What follows belongs to an exercise in optimizing a design on an open flow for small area and few clock cycles; a production flow would make more cautious choices.
Where RTL was checked, it was by simulation tests only, not by an equivalence proof against the original.
For runs 2 to 4, only the layout was checked, not whether the RTL still works.
Power figures rest on the tool's default switching activity, not on a simulated workload.

File: flow/design.v
`default_nettype none
package mbdpl_pkg;
    typedef enum logic
    {
        KIND_SAMPLE = 1'b0,
        KIND_FETCH  = 1'b1
    } kind_t;
    localparam int RAW_WIDTH      = 5;
    localparam int TIME_WIDTH     = 32;
    localparam int INTERVAL_WIDTH = 16;
    localparam int ACTION_WIDTH   = 3;
    localparam int DOWN_INDEX     = 3;
    localparam logic [INTERVAL_WIDTH-1:0] INTERVAL_RESET = 16'd50;
    localparam int            ADDR_WIDTH             = 3;
    localparam logic [2:0]    ADDR_DEBOUNCE_INTERVAL = 3'd0;
    localparam int            APB_DATA_WIDTH         = 32;
    localparam int IN_TDATA_WIDTH  = 40;
    localparam int OUT_TDATA_WIDTH = 8;
    typedef struct packed
    {
        logic [TIME_WIDTH-1:0] now_ms;
        logic [RAW_WIDTH-1:0]  raw_levels;
        kind_t                 kind;
    } item_t;
endpackage
`default_nettype wire
`default_nettype none
module mbdpl_button_bank #(
    parameter int BUTTON_COUNT = 5
) (
    input  wire logic                                   clk,
    input  wire logic                                   rst_n,
    input  wire logic                                   fire,
    input  wire mbdpl_pkg::item_t                       item,
    input  wire logic [mbdpl_pkg::INTERVAL_WIDTH-1:0]   interval,
    output logic      [mbdpl_pkg::ACTION_WIDTH-1:0]     action_code,
    output logic                                        down_held
);
    localparam int TW = mbdpl_pkg::TIME_WIDTH;
    logic [BUTTON_COUNT-1:0] prev_reg;
    logic [BUTTON_COUNT-1:0] stable_reg;
    logic [BUTTON_COUNT-1:0] press_reg;
    logic                    fetch_reg;      
    logic [TW-1:0]           change_time_reg [BUTTON_COUNT];
    logic [BUTTON_COUNT-1:0] raw;
    logic [BUTTON_COUNT-1:0] changed;
    logic [BUTTON_COUNT-1:0] settled;
    logic [BUTTON_COUNT-1:0] pick;           
    logic [BUTTON_COUNT-1:0] press_eff;      
    logic [BUTTON_COUNT-1:0] stable_next;
    logic [BUTTON_COUNT-1:0] press_next;
    logic                    sample;
    logic                    interval_zero;
    assign raw           = BUTTON_COUNT'(item.raw_levels);
    assign sample        = (item.kind == mbdpl_pkg::KIND_SAMPLE);
    assign changed       = raw ^ prev_reg;
    assign interval_zero = (interval == '0);
    localparam int HW = TW / 2;
    logic [HW-1:0] now_lo;
    logic [HW-1:0] now_hi;
    logic [HW-1:0] now_hi_m1;
    logic [HW-1:0] win_lo;       
    logic          win_wrap;     
    assign now_lo    = item.now_ms[HW-1:0];
    assign now_hi    = item.now_ms[TW-1:HW];
    assign now_hi_m1 = now_hi - 1'b1;
    assign {win_wrap, win_lo} = {1'b0, now_lo} - {1'b0, interval};
    always_comb
    begin
        logic [HW-1:0] ct_lo;
        logic [HW-1:0] ct_hi;
        logic          br_now;     
        logic          br_win;     
        logic          in_lo;
        logic          hi_near;
        for (int i = 0; i < BUTTON_COUNT; i++)
        begin
            ct_lo  = change_time_reg[i][HW-1:0];
            ct_hi  = change_time_reg[i][TW-1:HW];
            br_now = 1'b0;
            br_win = 1'b0;
            for (int b = 0; b < HW; b++)
            begin
                br_now = (~now_lo[b] & ct_lo[b]) | (~now_lo[b] & br_now) | (ct_lo[b] & br_now);
                br_win = (~win_lo[b] & ct_lo[b]) | (~win_lo[b] & br_win) | (ct_lo[b] & br_win);
            end
            in_lo   = win_wrap ? (br_win | ~br_now) : (br_win & ~br_now);
            hi_near = br_now ? (ct_hi == now_hi_m1) : (ct_hi == now_hi);
            settled[i] = changed[i] ? interval_zero : ~(in_lo & hi_near);
        end
    end
    assign pick      = press_reg & ~(press_reg - 1'b1);
    assign press_eff = fetch_reg ? (press_reg & ~pick) : press_reg;
    always_comb
    begin
        action_code = '0;
        for (int i = BUTTON_COUNT - 1; i >= 0; i--)
        begin
            if (pick[i])
            begin
                action_code = mbdpl_pkg::ACTION_WIDTH'(i + 1);
            end
        end
        if (!fetch_reg)
        begin
            action_code = '0;
        end
    end
    assign stable_next = sample ? ((settled & raw) | (~settled & stable_reg)) : stable_reg;
    assign press_next  = sample ? (press_eff | (settled & ~raw & stable_reg)) : press_eff;
    assign down_held = ~stable_reg[mbdpl_pkg::DOWN_INDEX];
    always_ff @(posedge clk or negedge rst_n)
    begin
        if (!rst_n)
        begin
            prev_reg   <= '1;
            stable_reg <= '1;
            press_reg  <= '0;
            fetch_reg  <= 1'b0;
        end
        else if (fire)
        begin
            if (sample)
            begin
                prev_reg <= raw;
            end
            stable_reg <= stable_next;
            press_reg  <= press_next;
            fetch_reg  <= !sample;
        end
    end
    always_ff @(posedge clk)
    begin
        for (int i = 0; i < BUTTON_COUNT; i++)
        begin
            if (fire && sample && changed[i])
            begin
                change_time_reg[i] <= item.now_ms;
            end
        end
    end
endmodule
`default_nettype wire
`default_nettype none
module multi_button_debounce_press_latch #(
    parameter int BUTTON_COUNT = 5
) (
    input  wire logic                                   clk,
    input  wire logic                                   rst_n,
    input  wire logic [mbdpl_pkg::IN_TDATA_WIDTH-1:0]   s_tdata,
    input  wire logic                                   s_tuser,
    input  wire logic                                   s_tvalid,
    output logic                                        s_tready,
    output logic      [mbdpl_pkg::OUT_TDATA_WIDTH-1:0]  m_tdata,
    output logic                                        m_tvalid,
    input  wire logic                                   m_tready,
    input  wire logic                                   psel,
    input  wire logic                                   penable,
    input  wire logic                                   pwrite,
    input  wire logic [mbdpl_pkg::ADDR_WIDTH-1:0]       paddr,
    input  wire logic [mbdpl_pkg::APB_DATA_WIDTH-1:0]   pwdata,
    output logic      [mbdpl_pkg::APB_DATA_WIDTH-1:0]   prdata,
    output logic                                        pready
);
    logic                                       out_valid_reg;
    logic [mbdpl_pkg::INTERVAL_WIDTH-1:0]       interval_reg;
    logic                                       in_xfer;
    logic                                       cfg_write;
    logic [mbdpl_pkg::ACTION_WIDTH-1:0]         action_code;
    logic                                       down_held;
    mbdpl_pkg::item_t                           in_item;
    assign in_item.kind       = mbdpl_pkg::kind_t'(s_tuser);
    assign in_item.raw_levels = s_tdata[mbdpl_pkg::RAW_WIDTH-1:0];
    assign in_item.now_ms     =
        s_tdata[mbdpl_pkg::RAW_WIDTH +: mbdpl_pkg::TIME_WIDTH];
    assign s_tready = !out_valid_reg || m_tready;
    assign in_xfer  = s_tvalid && s_tready;
    assign m_tvalid = out_valid_reg;
    assign m_tdata  = {
        (mbdpl_pkg::OUT_TDATA_WIDTH - mbdpl_pkg::ACTION_WIDTH - 1)'(0),
        down_held, action_code};
    assign pready    = 1'b1;
    assign cfg_write = psel && penable && pwrite
                       && (paddr == mbdpl_pkg::ADDR_DEBOUNCE_INTERVAL);
    assign prdata    = (paddr == mbdpl_pkg::ADDR_DEBOUNCE_INTERVAL)
                       ? mbdpl_pkg::APB_DATA_WIDTH'(interval_reg) : '0;
    mbdpl_button_bank #(
        .BUTTON_COUNT (BUTTON_COUNT)
    ) u_bank (
        .clk         (clk),
        .rst_n       (rst_n),
        .fire        (in_xfer),
        .item        (in_item),
        .interval    (interval_reg),
        .action_code (action_code),
        .down_held   (down_held)
    );
    always_ff @(posedge clk or negedge rst_n)
    begin
        if (!rst_n)
        begin
            out_valid_reg <= 1'b0;
            interval_reg  <= mbdpl_pkg::INTERVAL_RESET;
        end
        else
        begin
            if (in_xfer)
            begin
                out_valid_reg <= 1'b1;
            end
            else if (m_tready)
            begin
                out_valid_reg <= 1'b0;
            end
            if (cfg_write)
            begin
                interval_reg <= pwdata[mbdpl_pkg::INTERVAL_WIDTH-1:0];
            end
        end
    end
endmodule
`default_nettype wire
File: flow/run.sh
#!/bin/bash
# synth_recipe.tcl (not shown) runs the flow's synth.tcl, then flattens the netlist and writes it again
# the make line also repeats each setting of config.mk as NAME=value (left out here)
make -C /OpenROAD-flow-scripts/flow DESIGN_CONFIG=/design/flow/config.mk WORK_HOME=/design/flow/orfs CLKGATE_MAP_FILE= SYNTH_SCRIPT=/design/flow/synth_recipe.tcl finish
File: flow/config.mk
export PLATFORM = sky130hd
export DESIGN_NAME = multi_button_debounce_press_latch
export DESIGN_NICKNAME = multi_button_debounce_press_latch
export VERILOG_FILES = /design/flow/design.v
export SDC_FILE = /design/flow/constraint.sdc
export NUM_CORES = 4
export LEC_CHECK = 0
export CAP_MARGIN = 20
export CORE_MARGIN = 2
export CORE_UTILIZATION = 40
export SLEW_MARGIN = 20
File: flow/constraint.sdc
create_clock -name core_clock -period 6.5 [get_ports {clk}]
set_input_delay 1.3000 -clock core_clock [delete_from_list [all_inputs] [get_ports {clk}]]
set_output_delay 1.3000 -clock core_clock [all_outputs]
set_load 0.01 [all_outputs]
==> run summary, run 1 <==
Route
The overall via count from detail_route is 11200. The remaining number of nets flagged by the antenna check after routing is 0. For this block, the initial DRC count from the detailed router was 1120. Before antenna repair, the detailed router went through 5 iterations. For this run, design rule violations remaining after detail routing come to 0. The total length of routed wires is 38800 µm.

In the routed layout, each cell is associated on average with a via count of 5.84. The wire length per cell after detailed routing is 20.3 µm.

Worst setup path
STA classifies the critical path endpoint as a flop. The family of cells with the greatest summed delay on the critical path is compound AO/OA/AOI/OAI gates. Counting both buffers and inverters, the worst setup path holds a total of 1. Traced cell by cell, the critical path runs through clkdlybuf4s50_1, nor4_4, nand4_2, xor2_1, o31ai_1, o2111ai_1, nor4_1, o211ai_1, a2111oi_0, a21oi_1, a21oi_1, mux2_2.

The data arrival time of the critical path is 5.90 ns. The critical path's most frequent cell is sky130_fd_sc_hd__a21oi_1. The master of the slowest instance on the critical path is sky130_fd_sc_hd__clkdlybuf4s50_1.

On the worst path, the slowest cell contributes a delay of 0.74 ns. The class of the most critical setup path is input pin to flop. The kind of start point of the critical path is an input pin. Of all nets on the critical path, the largest fanout is 12. The required time at the endpoint of the critical path is 6.88 ns.

Logic synthesis
The post-synthesis cell type count is 93. The number of warnings issued by yosys is 3. The portion of synthesized cell area occupied by the leading cell type is 0.367.

Yosys mapped a number of flops with a built-in enable equal to 160. The most used flip-flop cell after synthesis is sky130_fd_sc_hd__edfxtp_1. Each instance of the synthesized netlist takes up on average 9.68 µm². Counting every instance in the synthesized netlist gives 1352. In the synthesized netlist the async set-or-reset flop fraction comes to 0.171. The most common cell in the synthesized netlist is sky130_fd_sc_hd__edfxtp_1.

Counting flops and latches in the post-synthesis netlist gives 193. Of the synthesized area, sequential elements account for 0.431. The cell area that synthesis handed to floorplanning was 13100 µm². In the post-synthesis netlist, the biggest area contributors are sky130_fd_sc_hd__edfxtp_1, sky130_fd_sc_hd__xnor2_1, sky130_fd_sc_hd__dfrtp_1. Ranked by instance count, the synthesized netlist is headed by sky130_fd_sc_hd__edfxtp_1, sky130_fd_sc_hd__nand2_1, sky130_fd_sc_hd__xnor2_1, sky130_fd_sc_hd__o21ai_0, sky130_fd_sc_hd__nor2_1. The dominant cell type by area after synthesis is sky130_fd_sc_hd__edfxtp_1.

Power
The analysis attributes to cell leakage a power of 5.44 nW. The fraction of power spent switching nets is 0.363. The highest ir drop seen on vdd is 0.195 mV.

The combinational share of power is 0.355. The power spent charging and discharging nets is 1.50 mW. The internal power consumption is 2.63 mW. Summing internal, switching and leakage power gives 4.13 mW.

Dividing total power by cell area gives a power density of 269 nW/µm². Of the total power, registers draw 0.372. The clock network fraction of total power is 0.273.

Timing
The worst path needs 5.51 ns of the cycle, external delays included. The tightest hold path in the finished design has a slack of 0.478 ns. The max-slew violation total from the final report is 0.

The count of endpoints failing hold in the final timing report is 0. After routing, the total negative slack on setup checks comes to 0 ns. Measured against its own limit, the worst slew margin works out to 0.376. Setup repair after global routing left no endpoint under its margin. The setup skew after layout is 0.0118 ns. Of the available clock period, the critical path in the final layout requires 0.848.

The final setup violation count is 0. For the pin with the worst max-slew slack, the measured transition is 0.933 ns. Based on the critical path, the design can be clocked at up to 0.181 GHz.

Min path
The tightest min-delay check is of the flop to flop type.

Place
In this run, placement finished with an instance count of 1878. The count of buffers added on input and output ports is 85. The placer congestion estimate is 0.876. The estimated wirelength of the detail-placed design is 28600 µm.

Die
The die covers 34200 µm². After floorplanning, the core was divided into 66 placement rows. The die boundary height is 185 µm. 126 I/O pins were placed. For this configuration, the core starts out at a cell density of 0.404. The floorplan step set the die width to 185 µm. The floorplan core area is 32400 µm².

Cells and area
From synthesis to final layout, the design area changed by 17.5%. The count of non-filler cells in the finished layout is 1914. The final cell utilization of the core is 0.475.

The number of nets in the layout is 1560. The share of post-route cells with drive strength above 1 is 0.103. The antenna diode count is 0. The flip-flop count of the largest register after layout is 160.

CTS
Buffers added to address setup during post-CTS repair amount to 0. Counting along the longest clock path gives a buffer depth of 2. In this run the clock root is driven by a sky130_fd_sc_hd__clkbuf_16. TritonCTS built the clock tree. After clock tree synthesis, the clock-pin slew on the worst setup and hold paths is 0.08 ns. The latest clock arrival within the worst-skew pair is 0.45 ns.

Hold repair after CTS inserted 0 buffers. Post-CTS repair changed the size of 0 cells. The total number of H-tree levels is 4. The number of buffers inserted during clock tree synthesis is 17. Clock tree synthesis found a total of 193 sinks.

Global route
The wire length of the first global-routing pass is 59700 µm. Entering global routing, the biggest net connects 34 pins. The number of antenna violations at the first check in global routing came to 0. For this run the aggregate overflow at the end of global routing stands at 0. The number of global-route vias before repair was 10300. The overall global routing resource usage is 0.229.

Run status
The flow ran to the end and the layout has no timing, DRC or antenna violations.

Run
Across the run, the number of max-cap violations was 0.
-- metal layers --
metal / track usage / routed length (µm)
met3: 0.0387 / 2630
met5: 0 / 0
met2: 0.343 / 17000
met4: 0.0511 / 477
met1: 0.343 / 18700
-- kinds of logic (layout without fill, tap and decap cells) --
kind of cell	count (synthesis)	in the layout	share of synthesized area
compound gates	412	412	0.225
flops	193	193	0.431
xor+xnor	117	117	0.0783
simple gates	430	430	0.172
fa+ha+maj	39	39	0.0341
other cells	2	21	0.000574
mux	8	8	0.00650
buf+inv	151	252	0.0516
-- final cells by class --
class | instances | area [µm²]
inverter | 74 | 278
clock inverter | 15 | 193
multi-input combinational | 1027 | 6880
clock buffer | 17 | 425
fill | 3063 | 17000
tap | 442 | 553
sequential | 193 | 5650
timing repair buffer | 146 | 1400
-- worst register-to-register path, delay by kind of cell, from the launching register on --
family	cells	cell delay (ns)
AOI/OAI and AO/OA	7	2.00
xor gates and xnor gates	1	0.75
adders and majority gates	1	0.37
buffers and inverters	1	0.08
DFF	1	0.54
and+or+nand+nor	3	0.69
-- path summary, 6_finish.rpt --
path	start	end	slack (ns)	cells after the start
setup / recovery	s_tdata[23]	flop	0.99	12
hold / removal	u_bank.prev_reg[4]	u_bank.prev_reg[4]	0.48	2
setup reg to reg	interval_reg[4]	u_bank.press_reg[0]	1.98	13
hold reg to reg	u_bank.prev_reg[4]	u_bank.prev_reg[4]	0.48	2
max in group asynchronous	rst_n	u_bank.press_reg[0]	5.08	1
min in group asynchronous	rst_n	interval_reg[15]	0.93	1
-- cell usage in the layout, fill, tap and decap left out, types with 18 or more instances in the layout --
cell / Yosys / final
sky130_fd_sc_hd__edfxtp_1: 160 / 160
sky130_fd_sc_hd__nor3_1: 29 / 29
sky130_fd_sc_hd__clkdlybuf4s50_1: 0 / 84
sky130_fd_sc_hd__dfrtp_1: 20 / 20
sky130_fd_sc_hd__a21oi_1: 59 / 59
sky130_fd_sc_hd__nand2b_1: 32 / 32
sky130_fd_sc_hd__nor2b_1: 25 / 25
sky130_fd_sc_hd__a31oi_1: 18 / 18
sky130_fd_sc_hd__o21ai_0: 78 / 78
sky130_fd_sc_hd__xnor2_1: 85 / 84
sky130_fd_sc_hd__nand3_1: 36 / 36
sky130_fd_sc_hd__nand2_1: 105 / 105
sky130_fd_sc_hd__nor2_1: 76 / 71
sky130_fd_sc_hd__conb_1: 2 / 21
sky130_fd_sc_hd__and2_1: 27 / 27
sky130_fd_sc_hd__nor4_1: 19 / 19
sky130_fd_sc_hd__buf_4: 22 / 56
sky130_fd_sc_hd__inv_1: 72 / 72
sky130_fd_sc_hd__xor2_1: 32 / 32
sky130_fd_sc_hd__o22ai_1: 23 / 23
sky130_fd_sc_hd__maj3_1: 18 / 18
-- power by group through the flow --
stage / registers (mW) / logic [mW] / clock network (mW)
2_1_floorplan: 1.54 / 0.978 / 0
3_3_place_gp: 1.56 / 1.41 / 0
3_5_place_dp: 1.57 / 1.44 / 0
4_1_cts: 1.54 / 1.44 / 1.14
5_1_grt: 1.55 / 1.61 / 1.19
6_report: 1.54 / 1.47 / 1.13
-- metrics by stage --
step | area [µm²] | setup WS, ns
6_report | 15400 | 0.988
5_1_grt | 15400 | 0.791
3_3_place_gp | 14600 | 0.621
3_5_place_dp | 14600 | 0.520
4_1_cts | 15300 | 0.986
2_1_floorplan | 13200 | 1.76
Testbench counts, summed over its fixed seeds: cycles 12,008.
==> run 2, diff against run 1 <==
--- a/flow/design.v
+++ b/flow/design.v
@@ -27,2 +27,55 @@
 `default_nettype none
+module mbdpl_maj (
+    input  wire logic a,
+    input  wire logic b,
+    input  wire logic c,
+    output logic      y
+);
+    assign y = (a & b) | (a & c) | (b & c);
+endmodule
+module mbdpl_gt8 (
+    input  wire logic [7:0] nx,
+    input  wire logic [7:0] y,
+    output logic            gt
+);
+    logic [8:1] br;
+    assign br[1] = nx[0] & y[0];
+    for (genvar b = 1; b < 8; b++)
+    begin : g_bit
+        mbdpl_maj u_maj (.a(nx[b]), .b(y[b]), .c(br[b]), .y(br[b+1]));
+    end
+    assign gt = br[8];
+endmodule
+module mbdpl_gt16 (
+    input  wire logic [15:0] nx,
+    input  wire logic [15:0] y,
+    output logic             gt
+);
+    logic gt_lo;
+    logic gt_hi;
+    mbdpl_gt8 u_lo (.nx(nx[7:0]),  .y(y[7:0]),  .gt(gt_lo));
+    mbdpl_gt8 u_hi (.nx(nx[15:8]), .y(y[15:8]), .gt(gt_hi));
+    assign gt = gt_hi | (gt_lo & ((nx[15:8] ^ y[15:8]) == '1));
+endmodule
+module mbdpl_window (
+    input  wire logic [31:0] ct,
+    input  wire logic [15:0] nnow_lo,     
+    input  wire logic [15:0] nwin_lo,     
+    input  wire logic        win_wrap,    
+    input  wire logic [15:0] now_hi,      
+    input  wire logic [15:0] now_hi_m1,   
+    output logic             in_window
+);
+    logic br_now;    
+    logic br_win;    
+    logic in_lo;
+    logic hi_eq;
+    logic hi_eq_m1;
+    mbdpl_gt16 u_now (.nx(nnow_lo), .y(ct[15:0]), .gt(br_now));
+    mbdpl_gt16 u_win (.nx(nwin_lo), .y(ct[15:0]), .gt(br_win));
+    assign hi_eq    = (ct[31:16] == now_hi);
+    assign hi_eq_m1 = (ct[31:16] == now_hi_m1);
+    assign in_lo    = win_wrap ? (br_win | ~br_now) : (br_win & ~br_now);
+    assign in_window   = in_lo & (br_now ? hi_eq_m1 : hi_eq);
+endmodule
 module mbdpl_button_bank #(
@@ -33,2 +86,3 @@
     input  wire logic                                   fire,
+    input  wire logic                                   commit,
     input  wire mbdpl_pkg::item_t                       item,
@@ -39,2 +93,3 @@
     localparam int TW = mbdpl_pkg::TIME_WIDTH;
+    localparam int HW = TW / 2;
     logic [BUTTON_COUNT-1:0] prev_reg;
@@ -44,4 +99,7 @@
     logic [TW-1:0]           change_time_reg [BUTTON_COUNT];
+    logic [BUTTON_COUNT-1:0] settled_reg;    
+    logic                    sample_reg;     
     logic [BUTTON_COUNT-1:0] raw;
     logic [BUTTON_COUNT-1:0] changed;
+    logic [BUTTON_COUNT-1:0] in_window;
     logic [BUTTON_COUNT-1:0] settled;
@@ -49,6 +107,9 @@
     logic [BUTTON_COUNT-1:0] press_eff;      
-    logic [BUTTON_COUNT-1:0] stable_next;
-    logic [BUTTON_COUNT-1:0] press_next;
     logic                    sample;
     logic                    interval_zero;
+    logic [HW-1:0]           now_lo;
+    logic [HW-1:0]           now_hi;
+    logic [HW-1:0]           now_hi_m1;
+    logic [HW-1:0]           nwin_lo;
+    logic                    win_wrap;
     assign raw           = BUTTON_COUNT'(item.raw_levels);
@@ -57,8 +118,2 @@
     assign interval_zero = (interval == '0);
-    localparam int HW = TW / 2;
-    logic [HW-1:0] now_lo;
-    logic [HW-1:0] now_hi;
-    logic [HW-1:0] now_hi_m1;
-    logic [HW-1:0] win_lo;       
-    logic          win_wrap;     
     assign now_lo    = item.now_ms[HW-1:0];
@@ -66,26 +121,15 @@
     assign now_hi_m1 = now_hi - 1'b1;
-    assign {win_wrap, win_lo} = {1'b0, now_lo} - {1'b0, interval};
-    always_comb
-    begin
-        logic [HW-1:0] ct_lo;
-        logic [HW-1:0] ct_hi;
-        logic          br_now;     
-        logic          br_win;     
-        logic          in_lo;
-        logic          hi_near;
-        for (int i = 0; i < BUTTON_COUNT; i++)
-        begin
-            ct_lo  = change_time_reg[i][HW-1:0];
-            ct_hi  = change_time_reg[i][TW-1:HW];
-            br_now = 1'b0;
-            br_win = 1'b0;
-            for (int b = 0; b < HW; b++)
-            begin
-                br_now = (~now_lo[b] & ct_lo[b]) | (~now_lo[b] & br_now) | (ct_lo[b] & br_now);
-                br_win = (~win_lo[b] & ct_lo[b]) | (~win_lo[b] & br_win) | (ct_lo[b] & br_win);
-            end
-            in_lo   = win_wrap ? (br_win | ~br_now) : (br_win & ~br_now);
-            hi_near = br_now ? (ct_hi == now_hi_m1) : (ct_hi == now_hi);
-            settled[i] = changed[i] ? interval_zero : ~(in_lo & hi_near);
-        end
+    assign {win_wrap, nwin_lo} = {1'b0, interval} + {1'b0, ~now_lo};
+    for (genvar i = 0; i < BUTTON_COUNT; i++)
+    begin : g_button
+        mbdpl_window u_window (
+            .ct        (change_time_reg[i]),
+            .nnow_lo   (~now_lo),
+            .nwin_lo   (nwin_lo),
+            .win_wrap  (win_wrap),
+            .now_hi    (now_hi),
+            .now_hi_m1 (now_hi_m1),
+            .in_window    (in_window[i])
+        );
+        assign settled[i] = changed[i] ? interval_zero : ~in_window[i];
     end
@@ -108,4 +152,2 @@
     end
-    assign stable_next = sample ? ((settled & raw) | (~settled & stable_reg)) : stable_reg;
-    assign press_next  = sample ? (press_eff | (settled & ~raw & stable_reg)) : press_eff;
     assign down_held = ~stable_reg[mbdpl_pkg::DOWN_INDEX];
@@ -120,5 +162,5 @@
         end
-        else if (fire)
-        begin
-            if (sample)
+        else
+        begin
+            if (fire && sample)
             begin
@@ -126,5 +168,15 @@
             end
-            stable_reg <= stable_next;
-            press_reg  <= press_next;
-            fetch_reg  <= !sample;
+            if (commit)
+            begin
+                if (sample_reg)
+                begin
+                    stable_reg <= (settled_reg & prev_reg) | (~settled_reg & stable_reg);
+                    press_reg  <= press_eff | (settled_reg & ~prev_reg & stable_reg);
+                end
+                else
+                begin
+                    press_reg  <= press_eff;
+                end
+                fetch_reg <= !sample_reg;
+            end
         end
@@ -139,2 +191,7 @@
             end
+        end
+        if (fire)
+        begin
+            settled_reg <= settled;
+            sample_reg  <= sample;
         end
@@ -164,4 +221,6 @@
 );
+    logic                                       stage_valid_reg;
     logic                                       out_valid_reg;
     logic [mbdpl_pkg::INTERVAL_WIDTH-1:0]       interval_reg;
+    logic                                       commit;
     logic                                       in_xfer;
@@ -175,3 +234,4 @@
         s_tdata[mbdpl_pkg::RAW_WIDTH +: mbdpl_pkg::TIME_WIDTH];
-    assign s_tready = !out_valid_reg || m_tready;
+    assign commit   = stage_valid_reg && (!out_valid_reg || m_tready);
+    assign s_tready = !stage_valid_reg || commit;
     assign in_xfer  = s_tvalid && s_tready;
@@ -192,2 +252,3 @@
         .fire        (in_xfer),
+        .commit      (commit),
         .item        (in_item),
@@ -201,4 +262,5 @@
         begin
-            out_valid_reg <= 1'b0;
-            interval_reg  <= mbdpl_pkg::INTERVAL_RESET;
+            stage_valid_reg <= 1'b0;
+            out_valid_reg   <= 1'b0;
+            interval_reg    <= mbdpl_pkg::INTERVAL_RESET;
         end
@@ -208,2 +270,10 @@
             begin
+                stage_valid_reg <= 1'b1;
+            end
+            else if (commit)
+            begin
+                stage_valid_reg <= 1'b0;
+            end
+            if (commit)
+            begin
                 out_valid_reg <= 1'b1;
--- a/flow/config.mk
+++ b/flow/config.mk
@@ -11 +11,2 @@
 export SLEW_MARGIN = 20
+export SYNTH_HIERARCHICAL = 1
==> run 2 against run 1 <==
  * Hold slack better by 0.014 ns
  * Fmax is 11% lower
  * Sequential share of layout area is 2.6 points higher
  * Design area is 3.3% lower
  * First-iteration DRC count is 62% lower
  * Flip-flop and latch count is 7 higher
  * Critical path depth is 13 higher
  * Routed wire length is 23% lower
  * Non-clock buffer count is 4 higher
  * Clock skew is 0.0014 ns higher
  * Die area is 4.2% lower
  * Power is 0.85% lower
  * Largest cell class unchanged
  * Largest power group unchanged
==> run summary, run 2 <==
Run status
The run finished with no timing, DRC or antenna violations.

Global route
The overall global routing resource usage is 0.182 (-0.0470). The final global-route overflow total is 0 (unchanged). The number of antenna violations at the first check in global routing was 1 (+1).

The pin count of the biggest net entering global routing is 35 (+2.9%). The number of global-route vias before repair is 8255 (-20%). The wire length of the first global-routing pass is 46100 µm (-23%).

Die
The number of I/O pins was 126 (unchanged). The overall die area is 32700 µm² (-4.2%). The floorplan core area is 30700 µm² (-5.0%). The die extent in x was 181 µm (-2.1%). The die boundary height is 181 µm (-2.1%). The effective utilization at floorplan was 0.407 (+0.00301). The cell row count is 64 (-3.0%).

Route
The iteration-0 DRC count of the detailed router is 424 (-62%). The overall via count from detail_route was 8247 (-26%). The remaining number of nets flagged by the antenna check after routing was 0 (unchanged). The total length of routed wires came to 29700 µm (-23%). The DRC violation count after routing is 0 (unchanged). The wire length per cell after detailed routing is 18.8 µm (-7.4%). The number of iterations in the first detailed-routing pass was 5 (unchanged). The post-detailed-route via-to-cell ratio came to 5.21 (-11%).

CTS
The number of buffers inserted during clock tree synthesis is 17 (unchanged). The latest clock arrival within the worst-skew pair is 0.43 ns (-0.02 ns). The CTS clock-pin slew for the worst setup and hold paths came to 0.08 ns (about the same).

The total number of H-tree levels came to 4 (unchanged). TritonCTS built the clock tree. The deepest clock path buffer count is 2 (unchanged). The buffers inserted during post-CTS setup optimization is 0 (unchanged). The cell sitting at the root of the clock tree is a sky130_fd_sc_hd__clkbuf_16.

The number of clock sinks is 200 (+3.6%).

Power
The power density over the cells came to 276 nW/µm² (+2.5%). The highest ir drop seen on vdd came to 0.160 mV (-18%). The clock network fraction of total power was 0.263 (-0.010).

The fraction of power spent switching nets was 0.329 (-0.0336). The sequential share of power is 0.394 (+0.022). The static leakage power is 5.53 nW (+1.8%).

The combinational share of power was 0.343 (-0.012). The power spent charging and discharging nets came to 1.35 mW (-10%). The internal power consumption is 2.75 mW (+4.4%).

Timing
Setup repair after global routing left no endpoint under its margin. The worst hold-check slack is 0.491 ns (+0.0136 ns). The ratio of final minimum period to clock period is 0.951 (+0.103). The final setup violation count came to 0 (unchanged). The transition time at the pin with the least slew margin was 0.858 ns (-0.0742 ns).

The setup skew after layout came to 0.0132 ns (+0.00141 ns). The total negative slack was 0 ns (unchanged). The count of endpoints failing hold in the final timing report was 0 (unchanged). The time the worst path needs with I/O delays and setup is 6.18 ns (+0.667 ns). The worst slew margin relative to its limit was 0.428 (+0.0516). The max-slew violation total from the final report is 0 (unchanged). The peak clock frequency supported by timing is 0.162 GHz (-11%).

Logic synthesis
The register area share after synthesis came to 0.467 (+0.0358). In the synthesized netlist the dominant register cell turns out to be sky130_fd_sc_hd__edfxtp_1. The post-synthesis cell type count is 53 (-43%). The average size of a mapped cell came to 12.3 µm² (+27%). The async set-reset flop share out of synthesis is 0.170 (-0.000984). The number of standard cells after synthesis is 1022 (-24%). The number of warnings issued by yosys is 10 (+7). The portion of synthesized cell area occupied by the leading cell type was 0.398 (+0.0309).

The synthesis-stage register bit count was 200 (+3.6%). The number of enable-type register cells in the synthesized netlist is 166 (+3.8%). In the post-synthesis netlist, the biggest area contributors are sky130_fd_sc_hd__edfxtp_1, sky130_fd_sc_hd__maj3_2, sky130_fd_sc_hd__xnor2_1. By count the netlist is led by sky130_fd_sc_hd__edfxtp_1, sky130_fd_sc_hd__maj3_2, sky130_fd_sc_hd__xnor2_1, sky130_fd_sc_hd__mux2i_1, sky130_fd_sc_hd__xor2_1. The most common cell in the netlist is sky130_fd_sc_hd__edfxtp_1.

The biggest area contributor in the post-synthesis netlist is sky130_fd_sc_hd__edfxtp_1. The netlist area before placement is 12500 µm² (-4.3%).

Worst setup path
The family of cells with the greatest summed delay on the critical path is adder cells. The worst setup path is launched from an input pin. The top fanout value on the critical path is 7 (-5). The largest stage delay on the critical path is 0.48 ns (-0.26 ns). The master of the slowest instance on the critical path is sky130_fd_sc_hd__clkdlybuf4s50_1. The critical path's most frequent cell is sky130_fd_sc_hd__maj3_2. The buffering stage count on the worst path with inverters included is 4 (+3).

The class of the most critical setup path is input pin to flop. The required time at the endpoint of the critical path was 6.76 ns (-0.12 ns). The worst setup path is captured at a flop. The data arrival time of the critical path is 6.44 ns (+0.54 ns).

Cells and area
The antenna diode count is 0 (unchanged). The register cell area after layout is 5850 µm² (+3.6%). The final cell utilization of the core was 0.484 (+0.00857).

Relative to the synthesized area, the layout overhead comes to 18.7%. The multi-input logic area is 6320 µm² (-8.2%). The number of fillers in the final layout was 2800 (-8.6%). The number of nets in the layout is 1274 (-18%).

The share of post-route cells with drive strength above 1 is 0.239 (+0.136). The flip-flop count of the largest register after layout is 160 (unchanged). Leaving out fill and tap cells, the most frequent cell in the layout is sky130_fd_sc_hd__edfxtp_1.

The top cell types in the final layout, fill and taps aside, are sky130_fd_sc_hd__edfxtp_1, sky130_fd_sc_hd__maj3_2, sky130_fd_sc_hd__xnor2_1.

Min path
The worst hold-check path type is flop to flop.

Place
The number of buffers inserted by port buffering is 85 (unchanged). The estimated wirelength of the detail-placed design was 21600 µm (-24%). The placer congestion estimate is 0.848 (-3.2%).

Run
The number of maximum-capacitance constraint violations is 0 (unchanged).
run 2: final cells by class:
type,instances,area share
multi-input cells,755,0.425
flip-flops and latches,200,0.394
inverters,49,0.0124
well taps,396,0.0333
clock buffers,17,0.0286
clock inverters,15,0.0114
repair buffers,150,0.0956
run 2: repair_timing:
item / CTS / global route
hold buffers: 0 / 0
resized for setup: 0 / 2
endpoints found under the setup margin: 0 / 2
run 2: cell families (layout without fill, tap and decap cells):
family                   after synthesis  in the layout  share of synthesized area
flip-flops                           200            200                      0.467
AND/OR/NAND/NOR                      197            197                     0.0896
XOR/XNOR                             177            177                      0.124
adder cells (fa/ha/maj)              158            158                      0.144
multiplexers                         106            106                     0.0873
AO/OA/AOI/OAI                         96             96                     0.0501
buffers and inverters                 86            231                     0.0371
other                                  2             21                   0.000600
run 2: worst paths after layout:
kind | endpoint | slack (ns) | depth (start not counted) | startpoint
max | u_bank.settled_reg[1] | 0.32 | 25 | s_tdata[5]
min | out_valid_reg | 0.49 | 1 | stage_valid_reg
max reg2reg | u_bank.settled_reg[1] | 1.30 | 20 | interval_reg[5]
min reg2reg | out_valid_reg | 0.49 | 1 | stage_valid_reg
max in group asynchronous | out_valid_reg | 4.99 | 1 | rst_n
min in group asynchronous | interval_reg[2] | 0.95 | 1 | rst_n
run 2: power groups by stage:
stage	registers, mW	logic, mW	clock network (mW)
after floorplan	1.62	0.971	0
after global placement	1.64	1.38	0
after CTS	1.62	1.40	1.11
after global routing	1.63	1.54	1.16
final	1.61	1.41	1.08
after detailed placement	1.64	1.40	0
run 2: modules after synthesis, one instance, submodules excluded, excerpt:
module / cell area, µm² / cells
mbdpl_window: 389 / 49
mbdpl_maj: 11.3 / 1
multi_button_debounce_press_latch: 997 / 85
mbdpl_gt16: 91.3 / 11
mbdpl_gt8: 6.26 / 1
run 2: layer usage:
metal  up-vias  wire, µm  share of wire  GRT usage
li1       4019         -              -          -
met1      4047     13900           0.47      0.243
met2       152     14200           0.48      0.308
met3        27      1180          0.040     0.0286
met4         2       369          0.012     0.0459
met5         -        13        0.00044          0
run 2: metrics by stage:
| stage | power (mW) | worst slack (ns) | instances | instance area [µm²] |
|---|---|---|---|---|
| finish | 4.10 | 0.321 | 1582 | 14900 |
| global route | 4.33 | 0.00750 | 1582 | 14900 |
| CTS | 4.13 | 0.271 | 1579 | 14800 |
| detailed placement | 3.04 | -0.185 | 1547 | 14200 |
| global placement | 3.02 | -0.0684 | 1546 | 14200 |
| floorplan | 2.59 | 0.427 | 1041 | 12600 |
==> run 3, diff against run 2 <==
--- a/flow/config.mk
+++ b/flow/config.mk
@@ -7,2 +7,3 @@
 export LEC_CHECK = 0
+export ABC_AREA = 1
 export CAP_MARGIN = 20
@@ -10,2 +11,4 @@
 export CORE_UTILIZATION = 40
+export CTS_BUF_LIST = sky130_fd_sc_hd__clkbuf_8
+export GPL_TIMING_DRIVEN = 0
 export SLEW_MARGIN = 20
==> run 3 against run 2 <==
  * Largest cell class unchanged
  * Critical path depth up 10
  * Clock power down 27%
  * Critical endpoint is now u_bank.settled_reg[2]
  * Critical path type unchanged
  * Via count up 73%
  * Worst setup slack better by 0.28 ns
  * Clock-buffer cell count up 3
  * Hold slack worse by 0.024 ns
  * Clock skew up 0.0019 ns
  * Synthesized area up 26%
  * Power up 6.3%
  * Synthesized cell count up 120%
  * Sequential share of layout area down 6.6 points
==> run summary, run 3 <==
Logic synthesis
Yosys attributes the largest share of cell area to sky130_fd_sc_hd__edfxtp_1, sky130_fd_sc_hd__nand2_1, sky130_fd_sc_hd__nand3_2. The post-synthesis cell type count is 45 (-15%). The portion of synthesized cell area occupied by the leading cell type is 0.316 (-0.0817).

The most common cell in the netlist is sky130_fd_sc_hd__nand2_1. The average size of a mapped cell came to 6.91 µm² (-44%). Sorting the synthesized cells by how often they occur yields sky130_fd_sc_hd__nand2_1, sky130_fd_sc_hd__inv_1, sky130_fd_sc_hd__nor2_1, sky130_fd_sc_hd__edfxtp_1, sky130_fd_sc_hd__nand3_2. The number of enable-type register cells in the synthesized netlist is 166 (unchanged). The async set-reset flop share out of synthesis is 0.170 (unchanged). The netlist area before placement is 15800 µm² (+26%).

The number of standard cells after synthesis came to 2280 (+120%). The register area share after synthesis was 0.371 (-0.0959). The synthesis-stage register bit count is 200 (unchanged). The synthesized design spends more area on one cell type than any other, namely sky130_fd_sc_hd__edfxtp_1.

The number of warnings issued by yosys came to 10 (unchanged). The most used flip-flop cell after synthesis is sky130_fd_sc_hd__edfxtp_1.

Cells and area
The count of non-filler cells in the finished layout is 2940 (+86%). The library cell used most frequently in the layout, excluding fill and tap cells, is sky130_fd_sc_hd__nand2_1. The final cell utilization of the core was 0.462 (-0.0220).

Leaving out fill and tap cells, the most frequent cells in the layout are sky130_fd_sc_hd__nand2_1, sky130_fd_sc_hd__inv_1, sky130_fd_sc_hd__nor2_1. The share of post-route cells with drive strength above 1 was 0.109 (-0.130). The antenna diode count is 0 (unchanged).

The number of fillers in the final layout is 3867 (+38%). The number of nets in the layout was 2510 (+97%). Compared with the post-synthesis result, the final layout area differs by 13.4%.

The flip-flop count of the largest register after layout came to 160 (unchanged).

CTS
TritonCTS built the clock tree. The number of buffers inserted during clock tree synthesis was 17 (unchanged). The cts-stage hold buffer count was 0 (unchanged). The buffers inserted during post-CTS setup optimization is 0 (unchanged). The root cell of the clock tree is sky130_fd_sc_hd__clkbuf_8.

The CTS clock-pin slew for the worst setup and hold paths is 0.09 ns (about the same). The count of cells resized by post-cts repair was 0 (unchanged). The total number of H-tree levels is 4 (unchanged).

The latest clock arrival within the worst-skew pair is 0.53 ns (+0.10 ns). The deepest clock path buffer count is 2 (unchanged). The number of clock sinks is 200 (unchanged).

Timing
The worst slew margin relative to its limit is 0.406 (-0.0219). Setup repair after global routing left no endpoint under its margin. The ratio of final minimum period to clock period is 0.907 (-0.0438). The count of endpoints failing hold in the final timing report came to 0 (unchanged). The transition time at the pin with the least slew margin is 0.890 ns (+0.0318 ns).

The setup skew after layout is 0.0150 ns (+0.00188 ns). The total negative slack came to 0 ns (unchanged). The final setup violation count is 0 (unchanged). The max-slew violation total from the final report is 0 (unchanged).

The time the worst path needs with I/O delays and setup was 5.89 ns (-0.285 ns). The peak clock frequency supported by timing is 0.170 GHz (+4.8%).

Place
The placer congestion estimate came to 0.861 (+1.5%). The estimated wirelength of the detail-placed design is 32500 µm (+51%). The number of buffers inserted by port buffering is 85 (unchanged).

The count of placed standard cells including taps is 2908 (+88%).

Route
The DRC violation count after routing is 0 (unchanged). The overall via count from detail_route was 14200 (+73%). The iteration-0 DRC count of the detailed router came to 952 (+120%). The number of iterations in the first detailed-routing pass is 5 (unchanged). The total length of routed wires is 42500 µm (+43%). The post-detailed-route via-to-cell ratio is 4.84 (-7.1%). The wire length per cell after detailed routing is 14.4 µm (-23%).

The remaining number of nets flagged by the antenna check after routing came to 0 (unchanged).

Worst setup path
STA classifies the critical path startpoint as an input pin. The buffering stage count on the worst path with inverters included is 7 (+3). The top fanout value on the critical path is 15 (+8).

The kind of end point of the critical path is a flop. The family of cells with the greatest summed delay on the critical path is simple AND/OR/NAND/NOR gates. The data arrival time of the critical path is 6.16 ns (-0.28 ns). The cell that appears most often on the critical path is sky130_fd_sc_hd__nand2_1. The required time at the endpoint of the critical path is 6.76 ns (about the same).

The largest stage delay on the critical path is 0.63 ns (+0.15 ns). The class of the most critical setup path is input pin to flop. On the critical path, the stage with the largest delay is an instance of sky130_fd_sc_hd__xnor2_2.

Die
The effective utilization at floorplan is 0.407 (-0.000445). The die extent in x was 203 µm (+12%). The overall die area is 41000 µm² (+25%).

The die boundary height is 203 µm (+12%). The floorplan core area was 38700 µm² (+26%). The cell row count is 72 (+13%). The number of I/O pins is 126 (unchanged).

Power
The total power of the final layout was 4.36 mW (+6.3%). The highest ir drop seen on vdd was 0.153 mV (-4.2%). The static leakage power came to 9.14 nW (+65%). The power density over the cells is 244 nW/µm² (-12%).

Global route
The pin count of the biggest net entering global routing came to 27 (-23%). The number of global-route vias before repair is 12900 (+56%). The final global-route overflow total is 0 (unchanged). The overall global routing resource usage was 0.209 (+0.0269).

The number of antenna violations at the first check in global routing is 0 (-1). The wire length of the first global-routing pass was 67400 µm (+46%).

Run status
The flow ran to the end and the layout has no timing, DRC or antenna violations.

Min path
The worst hold path belongs to the class flop to flop.

Run
The number of maximum-capacitance constraint violations is 0 (unchanged).
[run 3: changes by cell type after synthesis, sizes merged, moves of 29 or more]
cell | before | now
and2 | 39 | 10
inv | 49 | 305
maj3 | 140 | 0
mux2i | 80 | 5
nand2 | 30 | 1024
nand3 | 6 | 271
nor2 | 29 | 219
xnor2 | 107 | 9
xor2 | 70 | 28
[run 3: cells by family after synthesis]
| group | count (synthesis) | synth area share |
|---|---|---|
| and+or+nand+nor | 1563 | 0.451 |
| other | 2 | 0.000476 |
| xor gates and xnor gates | 37 | 0.0206 |
| AOI/OAI and AO/OA | 104 | 0.0408 |
| muxes | 7 | 0.00460 |
| adders and majority gates | 18 | 0.0148 |
| DFF | 200 | 0.371 |
| buffers and inverters | 349 | 0.0970 |
[run 3: worst register-to-register path: cells and delay by family, from the launching register on]
kind	cells	cell delay, ns
multiplexers	1	0.11
flip-flops	1	0.59
buffers and inverters	5	0.39
AND/OR/NAND/NOR	21	2.05
AO/OA/AOI/OAI	3	0.37
adder cells (fa/ha/maj)	1	0.44
XOR/XNOR	1	0.63
[run 3: per-stage QoR]
stage,cell area (µm²),setup slack (ns),hold slack [ns]
2_1_floorplan,15800,1.52,0.441
3_3_place_gp,17300,-0.139,0.448
3_5_place_dp,17500,0.148,0.456
4_1_cts,17900,0.668,0.469
5_1_grt,17900,0.170,0.496
6_report,17900,0.606,0.467
[run 3: layout make-up]
| cell class | instances | area, µm² | share of cell area |
|---|---|---|---|
| multi-input combinational | 1750 | 8500 | 0.475 |
| sequential | 200 | 5850 | 0.327 |
| inverter | 305 | 1150 | 0.0642 |
| timing repair buffer | 91 | 988 | 0.0553 |
| tap | 518 | 648 | 0.0363 |
| buffer | 44 | 382 | 0.0213 |
| clock buffer | 20 | 275 | 0.0154 |
| clock inverter | 12 | 86.3 | 0.00483 |
[run 3: final timing paths]
path / startpoint / endpoint / slack [ns] / cells after the start
setup / recovery: s_tdata[5] / u_bank.settled_reg[2] / 0.61 / 35
hold / removal: flop / flop / 0.47 / 2
setup reg to reg: interval_reg[1] / u_bank.settled_reg[2] / 1.68 / 32
hold reg to reg: flop / flop / 0.47 / 2
max in group asynchronous: rst_n / interval_reg[1] / 5.35 / 2
min in group asynchronous: rst_n / u_bank.press_reg[3] / 0.63 / 1
[run 3: where the power goes]
part	internal, mW	leakage (nW)	switching, mW	total, mW
logic	0.688	7.03	1.25	1.93
registers	1.54	1.91	0.102	1.64
clock network	0.326	0.207	0.459	0.785
total	2.55	9.14	1.81	4.36
[run 3: routing by layer]
layer	wire length, µm	track usage
met1	20500	0.288
met2	19400	0.345
met3	1870	0.0292
met4	708	0.0527
met5	0	0
[run 3: modules after synthesis, one instance, submodules excluded, excerpt]
module | flip-flops and latches | area [µm²] | cells inside
mbdpl_maj | 0 | 21.3 | 4
mbdpl_window | 0 | 568 | 133
mbdpl_gt8 | 0 | 7.51 | 2
mbdpl_gt16 | 0 | 139 | 33
multi_button_debounce_press_latch | 18 | 1180 | 145
==> run 4, diff against run 3 <==
--- a/flow/config.mk
+++ b/flow/config.mk
@@ -7,3 +7,2 @@
 export LEC_CHECK = 0
-export ABC_AREA = 1
 export CAP_MARGIN = 20
==> run 4 against run 3 <==
  * Flip-flop and latch count is the same
  * Routed wire length shrank 31%
  * Design area down 17%
  * Global-route usage down 2.5 points
  * Worst setup slack got worse by 0.32 ns
  * Die area down 20%
  * Combinational power fell by 29%
  * First-iteration DRC count shrank 44%
  * Synthesized area down 21%
  * Largest cell class unchanged
  * Largest power group is now registers
==> run summary, run 4 <==
Run status
The flow ran to the end and the layout has no timing, DRC or antenna violations.

Route
The remaining number of nets flagged by the antenna check after routing came to 0 (unchanged). The DRC violation count after routing came to 0 (unchanged). The post-detailed-route via-to-cell ratio is 5.20 (+7.3%). The overall via count from detail_route came to 8149 (-43%).

The iteration-0 DRC count of the detailed router came to 537 (-44%). The number of iterations in the first detailed-routing pass came to 5 (unchanged). The total length of routed wires was 29300 µm (-31%). The wire length per cell after detailed routing is 18.7 µm (+29%).

Timing
Setup repair after global routing left no endpoint under its margin. The time the worst path needs with I/O delays and setup came to 6.22 ns (+0.324 ns). The ratio of final minimum period to clock period is 0.957 (+0.0499). The setup skew after layout is 0.0213 ns (+0.00629 ns). The worst slew margin relative to its limit came to 0.394 (-0.0123).

The final setup violation count is 0 (unchanged). The transition time at the pin with the least slew margin is 0.904 ns (+0.0133 ns). The max-slew violation total from the final report came to 0 (unchanged). The total negative slack was 0 ns (unchanged). The peak clock frequency supported by timing is 0.161 GHz (-5.2%).

The slack of the critical path was 0.282 ns (-0.324 ns). The worst hold-check slack is 0.501 ns (+0.0333 ns). The count of endpoints failing hold in the final timing report is 0 (unchanged).

CTS
The number of clock sinks was 200 (unchanged). The total number of H-tree levels is 4 (unchanged). The cts-stage hold buffer count came to 0 (unchanged). The CTS clock-pin slew for the worst setup and hold paths came to 0.12 ns (+0.03 ns).

TritonCTS built the clock tree. The number of buffers inserted during clock tree synthesis is 17 (unchanged). The deepest clock path buffer count is 2 (unchanged).

The latest clock arrival within the worst-skew pair is 0.48 ns (-0.05 ns). The root cell of the clock tree is sky130_fd_sc_hd__clkbuf_8.

Die
The number of I/O pins is 126 (unchanged). The cell row count came to 64 (-11%). The die extent in x is 181 µm (-11%). The overall die area is 32700 µm² (-20%). The die boundary height is 181 µm (-11%). The effective utilization at floorplan is 0.407 (+0.000445). The floorplan core area is 30700 µm² (-21%).

Global route
The number of global-route vias before repair came to 8196 (-36%). The number of antenna violations at the first check in global routing is 1 (+1). The overall global routing resource usage came to 0.183 (-0.0253). The final global-route overflow total is 0 (unchanged). The pin count of the biggest net entering global routing is 27 (unchanged). The wire length of the first global-routing pass is 46500 µm (-31%).

Worst setup path
The top fanout value on the critical path is 10 (-5). The cell count of the worst reg-to-reg path came to 21 (-34%). The largest stage delay on the critical path is 0.57 ns (-0.06 ns). Traced cell by cell, the critical path runs through clkdlybuf4s50_1, inv_1, ha_1, clkbuf_1, inv_1, nor2_1, a221oi_2, o21ai_1, xor2_2, maj3_2, maj3_2, maj3_2, maj3_2, maj3_2, maj3_2, maj3_2, a41o_1, a21oi_1, a21oi_1, nand4_1, nor4_2, mux2i_1. The class of the most critical setup path is input pin to flop. Among cell families on the critical path, the largest total delay comes from adder cells.

The kind of end point of the critical path is a flop. The kind of start point of the critical path is an input pin. The buffering stage count on the worst path with inverters included was 4 (-3). The data arrival time of the critical path is 6.54 ns (+0.38 ns).

The required time at the endpoint of the critical path is 6.82 ns (+0.06 ns). The depth of the critical timing path with buffers and inverters included is 22 (-37%). The critical path's most frequent cell is sky130_fd_sc_hd__maj3_2.

The master of the slowest instance on the critical path is sky130_fd_sc_hd__clkdlybuf4s50_1.

Logic synthesis
The most used flip-flop cell after synthesis is sky130_fd_sc_hd__edfxtp_1. The number of enable-type register cells in the synthesized netlist is 166 (unchanged). The post-synthesis cell type count is 53 (+18%).

In the post-synthesis netlist, the biggest area contributors are sky130_fd_sc_hd__edfxtp_1, sky130_fd_sc_hd__maj3_2, sky130_fd_sc_hd__xnor2_1. The synthesis-stage register bit count is 200 (unchanged). Sorting the synthesized cells by how often they occur yields sky130_fd_sc_hd__edfxtp_1, sky130_fd_sc_hd__maj3_2, sky130_fd_sc_hd__xnor2_1, sky130_fd_sc_hd__mux2i_1, sky130_fd_sc_hd__xor2_1. The number of warnings issued by yosys is 10 (unchanged). The average size of a mapped cell is 12.3 µm² (+77%). The number of standard cells after synthesis came to 1022 (-55%). The portion of synthesized cell area occupied by the leading cell type is 0.398 (+0.0817). The netlist area before placement came to 12500 µm² (-21%).

The register area share after synthesis is 0.467 (+0.0959). sky130_fd_sc_hd__edfxtp_1 is the most common cell in the netlist. The async set-reset flop share out of synthesis is 0.170 (unchanged). The dominant cell type by area after synthesis is sky130_fd_sc_hd__edfxtp_1.

Power
The fraction of power spent switching nets is 0.336 (-0.0790). The power density over the cells was 264 nW/µm² (+8.5%). The power spent charging and discharging nets is 1.31 mW (-28%). The total power of the final layout is 3.90 mW (-10%).

The static leakage power came to 5.49 nW (-40%). The combinational share of power is 0.351 (-0.093). The clock network fraction of total power is 0.236 (+0.056).

The highest ir drop seen on vdd is 0.134 mV (-12%). The sequential share of power is 0.413 (+0.037). The internal power consumption is 2.59 mW (+1.6%).

Cells and area
The final cell utilization of the core is 0.480 (+0.0184). The number of nets in the layout is 1260 (-50%). The share of post-route cells with drive strength above 1 is 0.237 (+0.128).

The growth of design area from synthesis to finish is 17.8%. Leaving out fill and tap cells, the most frequent cells in the layout are sky130_fd_sc_hd__edfxtp_1, sky130_fd_sc_hd__maj3_2, sky130_fd_sc_hd__xnor2_1. The flip-flop count of the largest register after layout was 160 (unchanged).

The total non-filler cell area in the finished layout is 14800 µm² (-17%). The library cell used most frequently in the layout, excluding fill and tap cells, is sky130_fd_sc_hd__edfxtp_1. The count of non-filler cells in the finished layout was 1568 (-47%). The antenna diode count is 0 (unchanged).

Place
The placement-stage worst setup slack was -0.647 ns (-0.795 ns). The placer congestion estimate was 0.821 (-4.6%). The number of buffers inserted by port buffering was 85 (unchanged).

The estimated wirelength of the detail-placed design is 21900 µm (-33%). The count of placed standard cells including taps is 1532 (-47%). The total placed instance area is 14200 µm² (-19%).

Min path
The cell depth of the worst min-delay path is 1 (-1). The worst hold path belongs to the class flop to flop.

Run
The number of maximum-capacitance constraint violations was 0 (unchanged).
[run 4: cell types whose count changed after synthesis, sizes merged, moves of 42 or more]
cell   delta
nor2    -190
mux2i    +75
inv     -256
nand3   -265
maj3    +140
xnor2    +98
nand2   -994
xor2     +42
[run 4: path summary, 6_finish.rpt]
check,start,end,slack [ns]
max,s_tdata[11],u_bank.settled_reg[2],0.28
min,stage_valid_reg,out_valid_reg,0.50
max reg2reg,interval_reg[5],u_bank.settled_reg[2],1.07
min reg2reg,stage_valid_reg,out_valid_reg,0.50
max in group asynchronous,rst_n,u_bank.prev_reg[3],5.34
min in group asynchronous,rst_n,interval_reg[0],0.65
[run 4: what timing repair did]
item,4_1_cts,5_1_grt
gates cloned,0,0
resized for setup,4,14
pin swaps,0,3
buffers inserted,1,3
endpoints found under the setup margin,5,5
[run 4: final cells by class]
| class | instances | area (µm²) |
|---|---|---|
| sequential | 200 | 5850 |
| fill | 2773 | 16000 |
| tap | 396 | 495 |
| clock buffer | 17 | 234 |
| clock inverter | 15 | 233 |
| buffer | 37 | 280 |
| timing repair buffer | 99 | 1090 |
| multi-input combinational | 755 | 6380 |
| inverter | 49 | 188 |
[run 4: cell families (layout without fill, tap and decap cells)]
family	count (synthesis)	after routing	synth area share
compound gates	96	96	0.0501
xor+xnor	177	177	0.124
fa+ha+maj	158	158	0.144
buf+inv	86	217	0.0371
flops	200	200	0.467
mux	106	106	0.0873
other cells	2	21	0.000600
simple gates	197	197	0.0896
[run 4: metal layers]
metal / global-route usage / part of all wire / routed length (µm) / vias up
li1: - / - / - / 3988
met1: 0.250 / 0.47 / 13800 / 3945
met2: 0.302 / 0.47 / 13700 / 178
met3: 0.0284 / 0.039 / 1130 / 36
met4: 0.0533 / 0.020 / 571 / 2
met5: 0 / 0.00044 / 13 / -
[run 4: power groups by stage]
| stage | clock network (mW) | registers (mW) | logic, mW |
|---|---|---|---|
| 2_1_floorplan | 0 | 1.62 | 0.971 |
| 3_3_place_gp | 0 | 1.65 | 1.29 |
| 3_5_place_dp | 0 | 1.64 | 1.35 |
| 4_1_cts | 0.945 | 1.61 | 1.36 |
| 5_1_grt | 0.994 | 1.63 | 1.50 |
| 6_report | 0.921 | 1.61 | 1.37 |
[run 4: worst register-to-register path: cells and delay by family (launching register included)]
family          cells  cell delay, ns
compound gates      7            1.37
fa+ha+maj           8            2.47
buf+inv             1            0.19
flops               1            0.59
mux                 1            0.13
simple gates        4            0.52
[run 4: Yosys stat by module (local to each module, per instance), excerpt]
module / cell area (µm²) / flops+latches
multi_button_debounce_press_latch: 997 / 18
mbdpl_window: 389 / 0
mbdpl_maj: 11.3 / 0
mbdpl_gt16: 91.3 / 0
mbdpl_gt8: 6.26 / 0
==> run 5, diff against run 4 <==
--- a/flow/design.v
+++ b/flow/design.v
@@ -27,22 +27,20 @@
 `default_nettype none
-module mbdpl_maj (
-    input  wire logic a,
-    input  wire logic b,
-    input  wire logic c,
-    output logic      y
-);
-    assign y = (a & b) | (a & c) | (b & c);
-endmodule
-module mbdpl_gt8 (
-    input  wire logic [7:0] nx,
-    input  wire logic [7:0] y,
+module mbdpl_gt2 (
+    input  wire logic [1:0] nx,
+    input  wire logic [1:0] y,
+    input  wire logic       c,
     output logic            gt
 );
-    logic [8:1] br;
-    assign br[1] = nx[0] & y[0];
-    for (genvar b = 1; b < 8; b++)
-    begin : g_bit
-        mbdpl_maj u_maj (.a(nx[b]), .b(y[b]), .c(br[b]), .y(br[b+1]));
-    end
-    assign gt = br[8];
+    logic br;
+    assign br = (nx[0] & y[0]) | (nx[0] & c) | (y[0] & c);
+    assign gt = (nx[1] & y[1]) | (nx[1] & br) | (y[1] & br);
+endmodule
+module mbdpl_gt2_first (
+    input  wire logic [1:0] nx,
+    input  wire logic [1:0] y,
+    output logic            gt
+);
+    logic br;
+    assign br = nx[0] & y[0];
+    assign gt = (nx[1] & y[1]) | (nx[1] & br) | (y[1] & br);
 endmodule
@@ -53,7 +51,21 @@
 );
-    logic gt_lo;
-    logic gt_hi;
-    mbdpl_gt8 u_lo (.nx(nx[7:0]),  .y(y[7:0]),  .gt(gt_lo));
-    mbdpl_gt8 u_hi (.nx(nx[15:8]), .y(y[15:8]), .gt(gt_hi));
-    assign gt = gt_hi | (gt_lo & ((nx[15:8] ^ y[15:8]) == '1));
+    logic [8:1] br;
+    mbdpl_gt2_first u_first (.nx(nx[1:0]), .y(y[1:0]), .gt(br[1]));
+    for (genvar s = 1; s < 8; s++)
+    begin : g_step
+        mbdpl_gt2 u_step (
+            .nx (nx[2*s +: 2]),
+            .y  (y[2*s +: 2]),
+            .c  (br[s]),
+            .gt (br[s+1])
+        );
+    end
+    assign gt = br[8];
+endmodule
+module mbdpl_eq16 (
+    input  wire logic [15:0] a,
+    input  wire logic [15:0] b,
+    output logic             eq
+);
+    assign eq = (a == b);
 endmodule
@@ -75,4 +87,4 @@
     mbdpl_gt16 u_win (.nx(nwin_lo), .y(ct[15:0]), .gt(br_win));
-    assign hi_eq    = (ct[31:16] == now_hi);
-    assign hi_eq_m1 = (ct[31:16] == now_hi_m1);
+    mbdpl_eq16 u_hi_eq    (.a(ct[31:16]), .b(now_hi),    .eq(hi_eq));
+    mbdpl_eq16 u_hi_eq_m1 (.a(ct[31:16]), .b(now_hi_m1), .eq(hi_eq_m1));
     assign in_lo    = win_wrap ? (br_win | ~br_now) : (br_win & ~br_now);
--- a/flow/config.mk
+++ b/flow/config.mk
@@ -10,3 +10,2 @@
 export CORE_UTILIZATION = 40
-export CTS_BUF_LIST = sky130_fd_sc_hd__clkbuf_8
 export GPL_TIMING_DRIVEN = 0
==> run 5 against run 4 <==
  * Power is 3.0% lower
  * Sequential power hardly changed
  * Still clean
  * Fmax is 2.4% higher
  * Clock power is 14% higher
  * Final cell count stayed put
  * Critical path type unchanged
==> run summary, run 5 <==
Run status
The run finished with no timing, DRC or antenna violations.

Timing
The peak clock frequency supported by timing is 0.165 GHz (+2.4%). The transition time at the pin with the least slew margin is 0.983 ns (+0.0792 ns). The total negative slack is 0 ns (unchanged).

The count of endpoints failing hold in the final timing report came to 0 (unchanged). The final setup violation count is 0 (unchanged). Setup repair after global routing left no endpoint under its margin. The ratio of final minimum period to clock period was 0.934 (-0.0223).

The worst slew margin relative to its limit is 0.340 (-0.0535). The slack of the critical path is 0.427 ns (+0.145 ns). The setup skew after layout is 0.0171 ns (-0.00423 ns). The time the worst path needs with I/O delays and setup was 6.07 ns (-0.145 ns). The max-slew violation total from the final report is 0 (unchanged).

Logic synthesis
The average size of a mapped cell is 10.9 µm² (-11%). The post-synthesis cell type count is 50 (-5.7%). The portion of netlist area occupied by mux cells was 0.0301 (-0.0572). The number of standard cells after synthesis is 1047 (+2.4%).

The most common cell in the netlist is sky130_fd_sc_hd__xnor2_1. The fraction of the mapped netlist area in compound gates came to 0.141 (+0.0911). The most used flip-flop cell after synthesis is sky130_fd_sc_hd__edfxtp_1. The adder and majority gate portion of the synthesized area is 0.0204 (-0.124).

The number of warnings issued by yosys came to 10 (unchanged). The xor/xnor cell area share of the yosys netlist is 0.144 (+0.0199). The netlist area before placement is 11400 µm² (-9.0%). The portion of synthesized cell area occupied by the leading cell type was 0.437 (+0.0393).

The number of enable-type register cells in the synthesized netlist is 166 (unchanged). The async set-reset flop share out of synthesis is 0.170 (unchanged). The register area share after synthesis is 0.513 (+0.0461). After synthesis, the cell types taking the most area are sky130_fd_sc_hd__edfxtp_1, sky130_fd_sc_hd__xnor2_1, sky130_fd_sc_hd__dfrtp_1. Summed over all instances, the cell type with the most area after synthesis is sky130_fd_sc_hd__edfxtp_1. The largest family of logic cells by synthesized area is XOR/XNOR gates. The synthesized-area fraction occupied by and/or/nand/nor cells is 0.124 (+0.0341). The synthesis-stage register bit count is 200 (unchanged). Sorting the synthesized cells by how often they occur yields sky130_fd_sc_hd__xnor2_1, sky130_fd_sc_hd__edfxtp_1, sky130_fd_sc_hd__nand2_1, sky130_fd_sc_hd__a21oi_1, sky130_fd_sc_hd__o21ai_1.

Global route
The pin count of the biggest net entering global routing is 28 (+3.7%). The wire length of the first global-routing pass came to 44800 µm (-3.6%). The final global-route overflow total is 0 (unchanged).

The number of antenna violations at the first check in global routing is 0 (-1). The overall global routing resource usage came to 0.190 (+0.00623). The number of global-route vias before repair is 8096 (-1.2%).

Cells and area
The share of post-route cells with drive strength above 1 is 0.101 (-0.136). Leaving out fill and tap cells, the most frequent cells in the layout are sky130_fd_sc_hd__xnor2_1, sky130_fd_sc_hd__edfxtp_1, sky130_fd_sc_hd__nand2_1. The antenna diode count is 0 (unchanged). The flip-flop count of the largest register after layout is 160 (unchanged). The number of nets in the layout is 1278 (+1.4%).

The count of non-filler cells in the finished layout is 1568 (unchanged). The final cell utilization of the core is 0.487 (+0.00738). The commonest non-fill, non-tap cell in the layout is sky130_fd_sc_hd__xnor2_1. The growth of design area from synthesis to finish is 19.4%. The number of fillers in the final layout is 2548 (-8.1%).

Place
The placement-stage worst setup slack was -0.175 ns (+0.472 ns). The number of buffers inserted by port buffering is 85 (unchanged). The estimated wirelength of the detail-placed design is 20400 µm (-7.1%).

The count of placed standard cells including taps is 1536 (+0.26%). The placer congestion estimate is 0.833 (+1.4%).

Min path
The source of the worst hold timing path is stage_valid_reg. The worst hold-check path type is flop to flop.

Die
The die boundary height is 173 µm (-4.5%). The die extent in x is 173 µm (-4.5%). The effective utilization at floorplan is 0.408 (+0.000745). The number of I/O pins was 126 (unchanged). The floorplan core area is 27900 µm² (-9.2%).

The overall die area was 29900 µm² (-8.8%). The cell row count came to 61 (-4.7%).

Power
The highest ir drop seen on vdd is 0.175 mV (+31%). The power density over the cells is 278 nW/µm² (+5.1%). The static leakage power is 4.63 nW (-16%).

CTS
The latest clock arrival within the worst-skew pair is 0.44 ns (-0.04 ns). The deepest clock path buffer count is 2 (unchanged). The CTS clock-pin slew for the worst setup and hold paths is 0.08 ns (-0.04 ns).

The total number of H-tree levels is 4 (unchanged). TritonCTS built the clock tree. The number of buffers inserted during clock tree synthesis is 17 (unchanged). The number of clock sinks is 200 (unchanged).

The cts-stage hold buffer count is 0 (unchanged). The root buffer cell chosen for the clock tree is sky130_fd_sc_hd__clkbuf_16.

Run
The number of maximum-capacitance constraint violations was 0 (unchanged).

Route
The total length of routed wires came to 28000 µm (-4.3%). The post-detailed-route via-to-cell ratio is 5.47 (+5.2%). The number of iterations in the first detailed-routing pass is 5 (unchanged).

The wire length per cell after detailed routing is 17.9 µm (-4.3%). The iteration-0 DRC count of the detailed router is 685 (+28%). The remaining number of nets flagged by the antenna check after routing is 0 (unchanged). The DRC violation count after routing came to 0 (unchanged).

The overall via count from detail_route is 8576 (+5.2%).

Worst setup path
The kind of end point of the critical path is a flop. The kind of start point of the critical path is an input pin. The worst setup path is of the input pin to flop kind. The data arrival time of the critical path is 6.24 ns (-0.30 ns). The top fanout value on the critical path came to 11 (+1). The required time at the endpoint of the critical path was 6.67 ns (-0.15 ns). The origin of the worst setup path is s_tdata[7]. The startpoint of the worst register-to-register path is interval_reg[0].
-- run 5: report_power, final --
group | switching (mW) | internal, mW
clock | 0.529 | 0.518
combinational | 0.668 | 0.453
sequential | 0.0858 | 1.53
total | 1.28 | 2.50
-- run 5: modules after synthesis (local to each module, per instance), excerpt --
module                             copies in the design  flops+latches  cell area [µm²]
mbdpl_gt2                                            70              0             20.0
multi_button_debounce_press_latch                     1             18              997
mbdpl_eq16                                           10              0              178
mbdpl_window                                          5              0             21.3
mbdpl_gt2_first                                      10              0             15.0
-- run 5: path summary, 6_finish.rpt --
kind | end | slack (ns) | cells past startpoint
min in group asynchronous | interval_reg[3] | 0.70 | 1
max reg2reg | u_bank.settled_reg[4] | 1.66 | 23
min reg2reg | out_valid_reg | 0.48 | 1
max | u_bank.settled_reg[1] | 0.43 | 23
min | out_valid_reg | 0.48 | 1
max in group asynchronous | u_bank.prev_reg[1] | 5.29 | 2
-- run 5: critical path: stages --
cell and delay [ns]:
sky130_fd_sc_hd__clkdlybuf4s50_1 0.59, sky130_fd_sc_hd__inv_1 0.23, sky130_fd_sc_hd__ha_1 0.43, sky130_fd_sc_hd__a21oi_1 0.21
sky130_fd_sc_hd__nand2_1 0.14, sky130_fd_sc_hd__xor2_2 0.44, sky130_fd_sc_hd__o22ai_1 0.14, sky130_fd_sc_hd__o21ai_1 0.20
sky130_fd_sc_hd__o22ai_1 0.11, sky130_fd_sc_hd__o21ai_1 0.30, sky130_fd_sc_hd__o22ai_1 0.14, sky130_fd_sc_hd__o21ai_1 0.24
sky130_fd_sc_hd__o22ai_1 0.13, sky130_fd_sc_hd__o21ai_1 0.27, sky130_fd_sc_hd__o22ai_1 0.14, sky130_fd_sc_hd__o21ai_1 0.21
sky130_fd_sc_hd__o22ai_1 0.11, sky130_fd_sc_hd__o21ai_1 0.22, sky130_fd_sc_hd__o22ai_1 0.11, sky130_fd_sc_hd__o21ai_1 0.27
sky130_fd_sc_hd__nand4_1 0.12, sky130_fd_sc_hd__o21ai_1 0.12, sky130_fd_sc_hd__mux2i_1 0.08
-- run 5: cell type report --
type,count,area (µm²),area share
tap,378,473,0.0347
inverter,29,109,0.00800
clock inverter,14,153,0.0112
clock buffer,18,429,0.0315
timing repair buffer,92,1000,0.0735
sequential,200,5850,0.430
buffer,27,199,0.0146
multi-input combinational,810,5400,0.396
-- run 5: metal layers --
metal,track usage,share of wire,up-vias
li1,-,-,4145
met2,0.302,0.47,211
met3,0.0215,0.036,28
met5,0,0,-
met4,0.0583,0.015,0
met1,0.272,0.48,4192
-- run 5: through the flow --
step,cell area [µm²],hold slack (ns),power [mW]
after global placement,12800,0.467,2.68
after global routing,13600,0.538,3.99
after CTS,13600,0.492,3.78
after floorplan,11500,0.449,2.37
after detailed placement,13000,0.472,2.73
final,13600,0.484,3.78
-- run 5: kinds of logic after synthesis --
| kind of cell | after synthesis |
|---|---|
| compound gates | 286 |
| mux | 31 |
| other cells | 2 |
| buf+inv | 56 |
| xor+xnor | 187 |
| flops | 200 |
| fa+ha+maj | 18 |
| simple gates | 267 |
-- run 5: repair_timing --
action / in CTS / in global routing
setup buffers: 0 / 0
hold endpoints to repair: 0 / 0
resized for setup: 0 / 7
endpoints found under the setup margin: 0 / 5
Testbench counts of run 5, summed over its fixed seeds: cycles 12,016.

==> static timing again, ports no longer ideal <==
The results above use ideal ports. As a check the final layouts listed here were re-extracted and re-timed, cells and wires unchanged.
Step 1: set_driving_cell puts a clkbuf_16 on clk and a buf_2 on each other input, an assumption about the parent block.
Step 2 times the ports against the registers' clock, not the clock port: input delays grow and output delays shrink by t, the midpoint of the rising clock arrivals with the driver on.
Slacks: ideal ports / drivers / drivers and shift; pairs: ideal ports / drivers.
run	t, ns	slack for setup (ns)	hold WS [ns]	worst setup path after step 2	slew at the worst register clock pin (ns)
run 1	0.491	0.988 / 1.012 / 0.521	0.478 / 0.478 / 0.478	input to register	0.08 / 0.08
run 2	0.479	0.321 / 0.348 / -0.131	0.491 / 0.491 / 0.491	input to register	0.09 / 0.09
run 3	0.565	0.606 / 0.628 / 0.063	0.467 / 0.467 / 0.467	input to register	0.11 / 0.11
run 4	0.514	0.282 / 0.281 / -0.233	0.501 / 0.501 / 0.501	input to register	0.12 / 0.12
run 5	0.478	0.427 / 0.451 / -0.026	0.484 / 0.484 / 0.484	input to register	0.08 / 0.08
Met with ideal ports but missed after step 2: setup timing in run 2, run 4 and run 5. The setup slack of run 3, which loses most, moves by +0.022 ns with the drivers and by -0.543 ns with both steps.
